This is an optimization exercise on Yosys and OpenROAD, whose aim is small area, not a production implementation. Only simulation tests tie the RTL to the original design; equivalence was not proved. Power figures rest on the tool's default switching activity, not on a simulated workload.

Setup of try-delta:
==> flow/design.v (excerpt) <==
module host_link_top (
  input  wire logic        BUS_CLK,
  input  wire logic        rst_n,
  input  wire logic        wr_wren,
  input  wire logic [31:0] wr_data,
  output logic             wr_full,
  input  wire logic        rd_rden,
  output logic      [31:0] rd_data,
  output logic             rd_empty,
  output logic             rd_eof,
  output logic             app_running,
  output logic             app_error
);
  localparam logic [1:0] cls_nop   = 2'd0;
  localparam logic [1:0] cls_start = 2'd1;
  localparam logic [1:0] cls_bad   = 2'd2;
  localparam logic [1:0] cls_cfg   = 2'd3;
  logic [4:0]  c_cnt;       
  logic [1:0]  wph;         
  logic [1:0]  wcls;        
  logic [2:0]  cw;          
  logic [5:0]  cr;          
  logic [1:0]  word_cnt;    
  logic        cmd_valid;
  logic [31:0] p_mem [6];
  logic [31:0] e_mem [6];
  logic [5:0]  cfg_mem;
  logic        accept;
  logic        pop;
  logic        take;
  logic [1:0]  hcls;
  logic [31:0] p_in;
  logic [31:0] cp;          
  logic [31:0] ce;          
  logic        c_is_cfg;
  logic        c_start;
  logic        c_bad;
  assign accept  = wr_wren && (c_cnt != 5'd16);
  assign pop     = (c_cnt != 5'd0) && !cmd_valid;
  assign wr_full = (c_cnt >= 5'd14);
  always_comb begin
    if (wr_data[15:8] == 8'h00)                               hcls = cls_nop;
    else if (wr_data[15:0] == 16'h0108)                       hcls = cls_cfg;
    else if (wr_data[15:0] == 16'h0908)                       hcls = cls_start;
    else                                                      hcls = cls_bad;
  end
  assign p_in = {(wcls == cls_cfg) ? wr_data[31:30] : wcls, wr_data[29:0]};
  always_comb begin
    cp       = '0;
    ce       = '0;
    c_is_cfg = 1'b0;
    for (int i = 0; i < 6; i++) begin
      cp       = cp | ({32{cr[i]}} & p_mem[i]);
      ce       = ce | ({32{cr[i]}} & e_mem[i]);
      c_is_cfg = c_is_cfg | (cr[i] & cfg_mem[i]);
    end
  end
  assign c_start = !c_is_cfg && (cp[31:30] == cls_start);
  assign c_bad   = !c_is_cfg && (cp[31:30] == cls_bad);
  always_ff @(posedge BUS_CLK or negedge rst_n) begin
    if (!rst_n) begin
      c_cnt     <= '0;
      wph       <= '0;
      cw        <= '0;
      cr        <= 6'b000001;
      word_cnt  <= '0;
      cmd_valid <= 1'b0;
  ...
export LEC_CHECK = 0
export CAP_MARGIN = 20
export CORE_MARGIN = 2
export CORE_UTILIZATION = 60
export SLEW_MARGIN = 20
create_clock -name core_clock -period 6.0 [get_ports {BUS_CLK}]
standard.sh (not shown) runs the stock make flow with config.mk's settings and CLKGATE_MAP_FILE= SYNTH_SCRIPT=/design/flow/synth_recipe.tcl, a recipe that flattens the netlist after the stock synthesis.
==> flow/flow/run.sh <==
#!/bin/bash
# Standard ORFS layout, with a leaner clock tree (no dummy loads, larger sink
# clusters) and the smallest buffer for the port buffers.
set -euo pipefail
CTS="-sink_clustering_enable -repair_clock_nets -dont_use_dummy_load -sink_clustering_buffer sky130_fd_sc_hd__clkbuf_8 -sink_clustering_size ${CTS_SIZE:-20} -sink_clustering_max_diameter ${CTS_DIAM:-45}"
bash standard.sh \
  "CTS_ARGS=$CTS" \
  "BUFFER_PORTS_ARGS=-buffer_cell sky130_fd_sc_hd__buf_1" \
  finish > make_finish.log 2>&1
--- input diff try-delta..try-violet ---
--- a/flow/flow/run.sh
+++ b/flow/flow/run.sh
@@ -4,3 +4,3 @@
 set -euo pipefail
-CTS="-sink_clustering_enable -repair_clock_nets -dont_use_dummy_load -sink_clustering_buffer sky130_fd_sc_hd__clkbuf_8 -sink_clustering_size ${CTS_SIZE:-20} -sink_clustering_max_diameter ${CTS_DIAM:-45}"
+CTS="-sink_clustering_enable -repair_clock_nets -dont_use_dummy_load -sink_clustering_size ${CTS_SIZE:-25} -sink_clustering_max_diameter ${CTS_DIAM:-60}"
 bash standard.sh \
Notes after the runs:
On non-clock buffer count, try-delta and try-violet are basically level.
Maximum ir drop on the vdd rail ended up 0.073 mV higher on try-violet than on try-delta.
When the final numbers for try-delta and try-violet were put side by side, the post-synthesis to final-layout area growth turned out to be smaller in try-violet.
Of try-violet and try-delta, it is try-violet that has the lower setup slack.
try-violet against try-delta; final wirelength is down slightly.
On try-violet: worst slew margin relative to its limit is 1.8 points higher than what try-delta gave.
try-violet vs. try-delta: cell area decreased 0.40%; design internal power decreased about 0.7%; sequential power essentially unchanged.
try-violet packs its core more loosely than try-delta.
The longest individual stage delay on the worst path on try-violet is in line with that on try-delta.
diff inputs: try-violet => try-raven
- putting CTS_CLUSTER_SIZE at 25 where nothing was set
- putting CTS_CLUSTER_DIAMETER at 60 where nothing was set
==> flow/run.sh (new file) <==
#!/bin/bash
# synth_recipe.tcl (not shown) runs the flow's synth.tcl, then flattens the netlist and writes it again
# the make line also repeats each setting of config.mk as NAME=value (left out here)
make -C /OpenROAD-flow-scripts/flow DESIGN_CONFIG=/design/flow/config.mk WORK_HOME=/design/flow/orfs CLKGATE_MAP_FILE= SYNTH_SCRIPT=/design/flow/synth_recipe.tcl finish
removed: flow/flow/run.sh
removed: flow/standard.sh
==> comparison <==
try-raven finished every step from synthesis to the final layout, and the layout passed the timing, design-rule and antenna checks.
Summary of try-raven over try-violet: antenna diode count shows a reduction of 3, power up 710 uW, leakage dissipation increased about 4.4%, area growth from synthesis to layout saw an increase.
try-raven vs try-violet — number of clock-tree buffers in the layout climbed by more than a quarter
#### Input delta (try-cedar over try-raven)
- a deleted CTS_CLUSTER_SIZE that had been 25
- a deleted CTS_CLUSTER_DIAMETER that had been 60
- an added GPL_TIMING_DRIVEN of 0
==> flow/flow/run.sh (new file) <==
#!/bin/bash
# Standard ORFS layout, with a leaner clock tree (no dummy loads, larger sink
# clusters) and the smallest buffer for the port buffers.
set -euo pipefail
CTS="-sink_clustering_enable -repair_clock_nets -dont_use_dummy_load -sink_clustering_size ${CTS_SIZE:-35} -sink_clustering_max_diameter ${CTS_DIAM:-60}"
bash standard.sh \
  "CTS_ARGS=$CTS" \
  "BUFFER_PORTS_ARGS=-buffer_cell sky130_fd_sc_hd__buf_1" \
  finish > make_finish.log 2>&1
==> flow/standard.sh (new file) <==
#!/bin/bash
# synth_recipe.tcl (not shown) runs the flow's synth.tcl, then flattens the netlist and writes it again
# the make line also repeats each setting of config.mk as NAME=value (left out here)
make -C /OpenROAD-flow-scripts/flow DESIGN_CONFIG=/design/flow/config.mk WORK_HOME=/design/flow/orfs CLKGATE_MAP_FILE= SYNTH_SCRIPT=/design/flow/synth_recipe.tcl "${@:-finish}"
removed: flow/run.sh
==> results.txt <==
Between try-cedar and try-raven, the final-report max-slew violation count figures differ only marginally. try-cedar — met1 track demand over resource 1.3 points higher, try-raven as reference. From try-raven to try-cedar the numbers moved as follows: final critical-path setup slack went down, via count saw an increase, actual slew at the worst max-slew pin now sits lower. try-raven reports its highest-delay cell along the critical path as dfrtp_2 while try-cedar reports clkbuf_1. try-raven vs try-cedar, start point of the critical path: fr[3] vs fr[0].
Edits applied to the flow inputs when going from try-cedar to try-garnet:
- GPL_TIMING_DRIVEN removed (was 0)
--- a/flow/flow/run.sh
+++ b/flow/flow/run.sh
@@ -4,3 +4,3 @@
 set -euo pipefail
-CTS="-sink_clustering_enable -repair_clock_nets -dont_use_dummy_load -sink_clustering_size ${CTS_SIZE:-35} -sink_clustering_max_diameter ${CTS_DIAM:-60}"
+CTS="-sink_clustering_enable -repair_clock_nets -dont_use_dummy_load -buf_list sky130_fd_sc_hd__clkbuf_8 -sink_clustering_size ${CTS_SIZE:-20} -sink_clustering_max_diameter ${CTS_DIAM:-45}"
 bash standard.sh \
==> results.txt <==
Compared with try-cedar, try-garnet shows global-route usage lower by 2.0 points.
NOTE count of clock-buffer cells in the layout try-cedar->try-garnet increased by more than half
Higher wire length was reported by try-cedar, not try-garnet.
NOTE: minimum period implied by the final worst setup slack in try-garnet falls short of that of try-cedar

-- static timing again, ports no longer ideal --
How much do the figures lean on ideal ports? The routed layouts below were timed once more, with nothing changed but the port constraints.
Step 1: set_driving_cell puts a clkbuf_16 on BUS_CLK and a buf_2 on each other input, an assumption about the parent block.
Step 2 adds t to the input delays and takes it off the output delays; t is the mean of the earliest and latest rising clock arrival at the registers after step 1. Input paths then give back, and output paths get back, about the clock's delay inside the block.
a / b / c = no drivers / after step 1 / after step 2; a / b = the first two.
run	t (ns)	slack for setup (ns)	hold slack, ns	latest minus earliest clock arrival (ns)
try-delta	0.643	2.104 / 2.042 / 2.653	0.487 / 0.487 / 0.487	0.066 / 0.066
try-violet	0.651	2.035 / 1.975 / 2.626	0.486 / 0.486 / 0.486	0.057 / 0.056
try-raven	0.674	1.347 / 1.284 / 1.958	0.480 / 0.480 / 0.480	0.044 / 0.044
try-cedar	0.673	1.247 / 1.182 / 1.791	0.489 / 0.489 / 0.489	0.060 / 0.061
try-garnet	0.719	1.991 / 1.931 / 2.598	0.453 / 0.430 / 0.484	0.083 / 0.083
After both steps setup and hold are still met in every run listed.
